Background: an optimization exercise with open tools, aiming at small area and a short achievable clock period. Do not read the settings as production practice. Only simulation tests tie the RTL to the original design; equivalence was not proved. No activity file was given, so power comes from the tool's default toggle rates.

`flow/config.mk`:
```
export PLATFORM = sky130hd
export DESIGN_NAME = rob_top
export DESIGN_NICKNAME = rob_top
export VERILOG_FILES = /design/flow/design.v
export SDC_FILE = /design/flow/constraint.sdc
export NUM_CORES = 4
export LEC_CHECK = 0
export CAP_MARGIN = 20
export CORE_MARGIN = 2
export CORE_UTILIZATION = 40
export PLACE_DENSITY = 0.6
export SLEW_MARGIN = 20
```
`flow/constraint.sdc`:
```
create_clock -name core_clock -period 7.0 [get_ports {clk}]
set_input_delay 1.4000 -clock core_clock [delete_from_list [all_inputs] [get_ports {clk}]]
set_output_delay 1.4000 -clock core_clock [all_outputs]
set_load 0.01 [all_outputs]
```
`flow/design.v`:
```
`timescale 1ns/1ps
`default_nettype none
package rob_cfg_pkg;
    localparam int WAY = 2;
    localparam int ROB_DEPTH    = 16;
    localparam int ROB_ID_WIDTH = 4;
    localparam int ARCH_WIDTH = 5;
    localparam int PRF_WIDTH  = 6;
    localparam int CDB_CHANNELS = 3;
    localparam int FULL_THRESHOLD = 2 * WAY;
    typedef logic [ROB_ID_WIDTH-1:0] rob_id_t;
    typedef logic [ROB_ID_WIDTH:0]   rob_ptr_t;
endpackage
`default_nettype wire
`timescale 1ns/1ps
`default_nettype none
module rob_top (
    input  logic         clk,
    input  logic         rst_n,
    input  logic         alloc_en,
    input  logic [27:0]  alloc_lanes,
    output logic [7:0]   tail_ids,
    input  logic [116:0] cdb,
    output logic [23:0]  commit_lanes,
    output logic         flush,
    output logic [31:0]  redirect_pc,
    output logic         full,
    output logic [1:0]   status
);
    localparam int N    = rob_cfg_pkg::ROB_DEPTH;
    localparam int NP   = N / 2;
    localparam int NCDB = rob_cfg_pkg::CDB_CHANNELS;
    logic [N-1:0]      st_a, st_b;
    logic [N-1:0][4:0] e_arch;
    logic [N-1:0][5:0] e_phy;
    logic [4:0] head;       
    logic [3:0] tail_hi;    
    logic [4:0] tail;
    logic [4:0] occ;
    logic        mp_v;      
    logic [3:0]  mp_age;    
    logic [31:0] mp_pc;
    assign tail = {tail_hi, 1'b0};
    assign occ  = tail - head;
    assign full     = occ > 5'd12;
    assign status   = full ? 2'b10 : (occ == 5'd0) ? 2'b01 : 2'b00;
    assign tail_ids = {tail_hi[2:0], 1'b1, tail_hi[2:0], 1'b0};
    logic [2:0] hp, hp1;
    logic [NP-1:0][10:0] ev_d, od_d;
    logic [NP-1:0]       ev_r, od_r;
    logic [10:0] l0_d, l1_d;
    logic        l0_r, l1_r;
    logic        c0, c1, mis0, mis1;
    logic [1:0]  ccnt;
    assign hp  = head[3:1];
    assign hp1 = hp + 3'd1;
    always_comb begin
        for (int p = 0; p < NP; p++) begin
            ev_d[p] = {e_arch[2*p],   e_phy[2*p]};
            od_d[p] = {e_arch[2*p+1], e_phy[2*p+1]};
            ev_r[p] = ~st_a[2*p]   & ~st_b[2*p];
            od_r[p] = ~st_a[2*p+1] & ~st_b[2*p+1];
        end
    end
    assign l0_d = head[0] ? od_d[hp]  : ev_d[hp];
    assign l1_d = head[0] ? ev_d[hp1] : od_d[hp];
    assign l0_r = head[0] ? od_r[hp]  : ev_r[hp];
    assign l1_r = head[0] ? ev_r[hp1] : od_r[hp];
    assign mis0 = mp_v && (mp_age == 4'd0);
    assign mis1 = mp_v && (mp_age == 4'd1);
    assign c0   = (occ != 5'd0) && l0_r;
    assign c1   = c0 && !mis0 && (occ > 5'd1) && l1_r;
    assign flush = (c0 && mis0) || (c1 && mis1);
    assign ccnt  = {c0 && c1, c0 ^ c1};
    assign redirect_pc  = mp_pc;
    assign commit_lanes = {c1, l1_d, c0, l0_d};
    logic       acc;
    logic [4:0] head_n;
    assign acc    = alloc_en && !full;
    assign head_n = head + {3'd0, ccnt};
    always_ff @(posedge clk) begin
        if (!rst_n || flush) begin
            head    <= '0;
            tail_hi <= '0;
        end else begin
            head    <= head_n;
            tail_hi <= tail_hi + {3'd0, acc};
        end
    end
    logic [NCDB-1:0]        cv, ctk;
    logic [NCDB-1:0][3:0]   cid;
    logic [NCDB-1:0][31:0]  cpc;
    logic [NCDB-1:0][N-1:0] cdec;
    logic [N-1:0]           hit;
    logic [1:0]             la, lb;
    always_comb begin
        for (int c = 0; c < NCDB; c++) begin
            cv[c]  = cdb[c*39 + 38];
            cid[c] = cdb[c*39 + 34 +: 4];
            ctk[c] = cdb[c*39 + 32];
            cpc[c] = cdb[c*39 +: 32];
            for (int i = 0; i < N; i++) cdec[c][i] = cv[c] && (cid[c] == 4'(i));
        end
        hit = cdec[0] | cdec[1] | cdec[2];
        for (int l = 0; l < 2; l++) begin
            la[l] = !alloc_lanes[l*14 + 2] && (!alloc_lanes[l*14 + 1] ||  alloc_lanes[l*14 + 0]);
            lb[l] = !alloc_lanes[l*14 + 2] && (!alloc_lanes[l*14 + 1] || !alloc_lanes[l*14 + 0]);
        end
    end
    always_ff @(posedge clk) begin
        for (int i = 0; i < N; i++) begin
            if (tail_hi[2:0] == 3'(i / 2)) begin
                e_arch[i] <= alloc_lanes[(i%2)*14 + 9 +: 5];
                e_phy[i]  <= alloc_lanes[(i%2)*14 + 3 +: 6];
            end
            if (hit[i]) begin
                st_a[i] <= 1'b0;
                st_b[i] <= 1'b0;
            end else if (tail_hi[2:0] == 3'(i / 2)) begin
                st_a[i] <= la[i%2];
                st_b[i] <= lb[i%2];
            end
        end
    end
    logic [NCDB-1:0]      cmis, csel;
    logic [NCDB-1:0][3:0] cage;
    logic [3:0]           hage;
    assign hage = mp_age - {2'd0, ccnt};
    always_comb begin
        for (int c = 0; c < NCDB; c++) begin
            cmis[c] = cv[c] && (ctk[c] ? !st_a[cid[c]] : !st_b[cid[c]]);
            cage[c] = cid[c] - head_n[3:0];
        end
        for (int c = 0; c < NCDB; c++) begin
            csel[c] = cmis[c] && (!mp_v || (cage[c] < hage));
            for (int d = 0; d < NCDB; d++)
                if (d != c) csel[c] = csel[c] && (!cmis[d] || (cage[c] < cage[d]));
        end
    end
    always_ff @(posedge clk) begin
        if (!rst_n || flush) mp_v <= 1'b0;
        else                 mp_v <= mp_v || (|cmis);
        if (csel[0]) begin
            mp_pc  <= cpc[0];
            mp_age <= cage[0];
        end else if (csel[1]) begin
            mp_pc  <= cpc[1];
            mp_age <= cage[1];
        end else if (csel[2]) begin
            mp_pc  <= cpc[2];
            mp_age <= cage[2];
        end else begin
            mp_age <= hage;
        end
    end
endmodule
`default_nettype wire
```
`flow/run.sh`:
```
#!/bin/bash
# synth_recipe.tcl (not shown) runs the flow's synth.tcl, then flattens the netlist and writes it again
# the make line also repeats each setting of config.mk as NAME=value (left out here)
make -C /OpenROAD-flow-scripts/flow DESIGN_CONFIG=/design/flow/config.mk WORK_HOME=/design/flow/orfs CLKGATE_MAP_FILE= SYNTH_SCRIPT=/design/flow/synth_recipe.tcl finish
```
==> run_results.csv <==
group,metric,value,unit
finish,final_cell_mix,"clkdlybuf4s50_1, edfxtp_1, nand2_1",
logic_synthesis,synth_fa_ha_area_frac,0.04532,
placement,place_congestion,0.9172,
global_routing,overflow,0,
sta,slew_violations,0,
critical_path,cp_max_fo,32,
logic_synthesis,synth-xor-area-share,0.01961,
floorplanning,rows,67,
critical_path,critPathSlowestCell,"fa_1",
logic_synthesis,synthCells,1089,
run_status,status,"complete, no violations",
routing,drtAntennaViolNets,0,
sta,min_period_over_period,0.9451,
pwr,cellPowerDensity,476.3,nW/um2
routing,vias,9621,
sta,fmax,151.2,MHz
placement,placed_area,16300,um2
critical_path,r2r-start,"head[1]",
placement,placement.io_buffers,210,
sta,finClkSkew,0.008590,ns
global_routing,grt_pass1_wl,57.42,mm
critical_path,crit_buf_inv,3,
sta,setup_viol_count_final,0,
global_routing,antenna_found_initial,1,
logic_synthesis,synth_top_family_by_area,"multiplexers",
critical_path,ff2ff_setup_slack,0.38,ns
logic_synthesis,synth_edf_count,208,
floorplanning,dieArea,35800,um2
finish,layout-drive-gt1-share,0.1532,
logic_synthesis,syn_avg_cell_area,12.60,um2
cts,numCtsBuffers,29,
critical_path,crit_family,"adder cells",
finish,layout_commonest_cell,"clkdlybuf4s50_1",
logic_synthesis,yosysWarnings,1,
floorplanning,dieHeight,189.2,um
pwr,leakage,6.295,nW
min_path,hp-class,"flip-flop to flip-flop",
critical_path,end_kind,"flip-flop",
global_routing,grt_max_degree,66,
logic_synthesis,synthFlopType,"edfxtp_1",
cts,cts_setup_buffers,0,
floorplanning,io_pins,216,
routing,firstDrtPassIters,5,
logic_synthesis,synth_fp_nets,1279,
cts,htree_levels,1,
floorplanning,placeableCoreArea,33620,um2
sta,max_slew_margin,0.2949,
finish,fin_cells,1761,
sta,min_period,6.616,ns
finish,design_area,17330,um2
critical_path,crit_start,"head[1]",
routing,route.detailed.drc,0,
critical_path,r2r-end,"mp_pc[4]",
logic_synthesis,synthArstFlopShare,0,
critical_path,start_kind,"flip-flop",
global_routing,grt_pass1_vias,9740,
placement,hpwl,26.33,mm
finish,fin_nets,1479,
floorplanning,start_util,0.4082,
finish,area_delta_synth_final,26.32,%
routing,wirelength,37.83,mm
critical_path,arrival,6.87,ns
logic_synthesis,synth-compound-area-share,0.06511,
logic_synthesis,seq_area_frac_synth,0.5223,
critical_path,critPathRequiredTime,7.26,ns
global_routing,grt_usage,0.2105,
cts,clkSinkCount,254,
cts,clockRootBuffer,"clkbuf_16",
placement,place_inst,1706,
floorplanning,die_w,189.2,um
routing,wire_per_inst,21.48,um
routing,vias_per_cell,5.463,
logic_synthesis,synth_seq_cells,254,
logic_synthesis,synth.area.mux_share,0.2069,
sta,finalHoldViolCount,0,
logic_synthesis,synth_area,13720,um2
cts,clk_latency,0.55,ns
routing,dr.first_iter.drc_count,711,
sta,tightest_slew,1.052,ns
cts,ctsResizeCount,0,
min_path,hold_path_depth,2,
logic_synthesis,yosys.area_share.simple,0.09995,
critical_path,path_cells,"inv_1, ha_1, nor2b_1, o21ai_0, nor3b_2, o2111ai_2, o221ai_1, nor2_1, ha_1, ha_1, fa_1, inv_1, ha_1, a21o_1, maj3_1, xnor3_2, ha_1, and3_1, a221o_1, nand2_1, nand3_1, o2111a_2, or3_1, buf_4",
logic_synthesis,synth_cell_types,65,
job,cap_violations,0,
critical_path,reg2reg_depth,24,
cts,clk_pin_slew,0.05,ns
sta,finalSetupTns,0,ns
cts,cts_buffer_depth,3,
critical_path,slowest_delay,0.51,ns
cts,cts_tree,"done",
min_path,holdPathEnd,"tail_hi[3]",
min_path,hp-start,"tail_hi[3]",
critical_path,critPathKind,"flip-flop to flip-flop",
pwr,vdd_drop_max,0.4219,mV
cts,postCtsHoldBufs,0,
critical_path,cp_common_cell,"ha_1",
==> routing by layer <==
| metal | global-route usage | share of wire | up-vias |
|---|---|---|---|
| met1 | 0.2849 | 0.42 | 4796 |
| met3 | 0.03207 | 0.054 | 60 |
| li1 | - | - | 4463 |
| met2 | 0.3547 | 0.50 | 302 |
| met5 | 0 | 0 | - |
| met4 | 0.05559 | 0.023 | 0 |
==> worst max path at each step <==
stage	cells after the start	to	slack, ns
6_report	24	mp_pc[4]	0.38
5_1_grt	26	mp_pc[31]	-0.03
4_1_cts	26	mp_pc[3]	0.11
3_5_place_dp	26	mp_pc[3]	0.14
3_3_place_gp	25	mp_pc[11]	0.27
2_1_floorplan	22	mp_pc[0]	0.13
==> flip-flops by register name (all words and copies together), names as in the netlist <==
| name | count |
|---|---|
| mp_age | 4 |
| st_a | 16 |
| mp_pc | 32 |
| e_arch | 80 |
| tail_hi | 4 |
| mp_v | 1 |
| head | 5 |
| e_phy | 96 |
| st_b | 16 |
==> report_power, final <==
part	internal, W	total, W	switching [W]	leakage, nW
Combinational	0.00205	0.00446	0.00241	3.51
Clock	0.000897	0.00152	0.000624	0.479
Sequential	0.00213	0.00227	0.000149	2.31
Total	0.00507	0.00825	0.00318	6.30
==> logic make-up after synthesis <==
family / count (synthesis)
AND/OR/NAND/NOR: 328
flip-flops: 254
multiplexers: 172
AO/OA/AOI/OAI: 138
buffers and inverters: 123
adder cells (fa/ha/maj): 47
XOR/XNOR: 25
other: 2
==> tightest hold or removal path: cells and delay by family, from the launching register on <==
kind	cells	cell delay, ns
AND/OR/NAND/NOR	1	0.07
XOR/XNOR	1	0.08
flip-flops	1	0.36
==> Yosys cell counts (all sizes together), types with 8 or more instances <==
| cell type | n | share of area |
|---|---|---|
| a21o | 9 | 0.0049 |
| a21oi | 23 | 0.0084 |
| a22oi | 14 | 0.0077 |
| a31oi | 23 | 0.010 |
| and3 | 8 | 0.0036 |
| buf | 43 | 0.018 |
| clkbuf | 31 | 0.0085 |
| dfxtp | 46 | 0.067 |
| edfxtp | 208 | 0.46 |
| ha | 36 | 0.033 |
| inv | 48 | 0.013 |
| mux2i | 80 | 0.058 |
| mux4 | 89 | 0.15 |
| nand2 | 162 | 0.044 |
| nand3 | 26 | 0.0095 |
| nor2 | 95 | 0.026 |
| nor2b | 8 | 0.0036 |
| nor3 | 12 | 0.0044 |
| o21ai | 40 | 0.015 |
| xnor2 | 17 | 0.012 |
==> metrics by stage <==
stage / total power [W] / hold slack [ns] / utilization / setup slack (ns)
after floorplan: 0.005276 / 0.4993 / - / 0.1311
after global placement: 0.006684 / 0.5205 / 0.4850 / 0.2654
after detailed placement: 0.006726 / 0.5326 / 0.4850 / 0.1359
after CTS: 0.008268 / 0.5448 / 0.5137 / 0.1076
after global routing: 0.008876 / 0.5754 / 0.5156 / -0.02566
final: 0.008254 / 0.5450 / 0.5156 / 0.3844
==> cell type report <==
cell class                 instances  area (um2)
fill                            2900       16280
sequential                       254        7173
multi-input combinational        712        6080
timing repair buffer             243        2367
clock buffer                      34       764.5
tap                              448       560.5
clock inverter                    20       200.2
inverter                          49       183.9
antenna                            1       2.502

## port drivers added, routing unchanged
The results above use ideal ports. As a check the final layout listed here was re-extracted and re-timed, cells and wires unchanged. Step 1 (the two cells are an assumption about what drives the block):
set clk [get_ports {clk}]
set_driving_cell -lib_cell sky130_fd_sc_hd__clkbuf_16 $clk
set_driving_cell -lib_cell sky130_fd_sc_hd__buf_2 [delete_from_list [all_inputs] $clk]
Step 2 moves the port delays by t, midway between the first and last clock arrival at a register: inputs arrive t later, outputs are due t later. That takes back most of the time a late clock gives input paths. Three values: no drivers, after step 1, after step 2; two values: the first two.
t, ns: 0.601
setup slack, ns: 0.384 / 0.384 / 0.384
clock arrival spread, ns: 0.011 / 0.011
After both steps this run still meets setup and hold. The setup slack of this run moves by 0.000 ns with the drivers and by 0.000 ns with both steps.
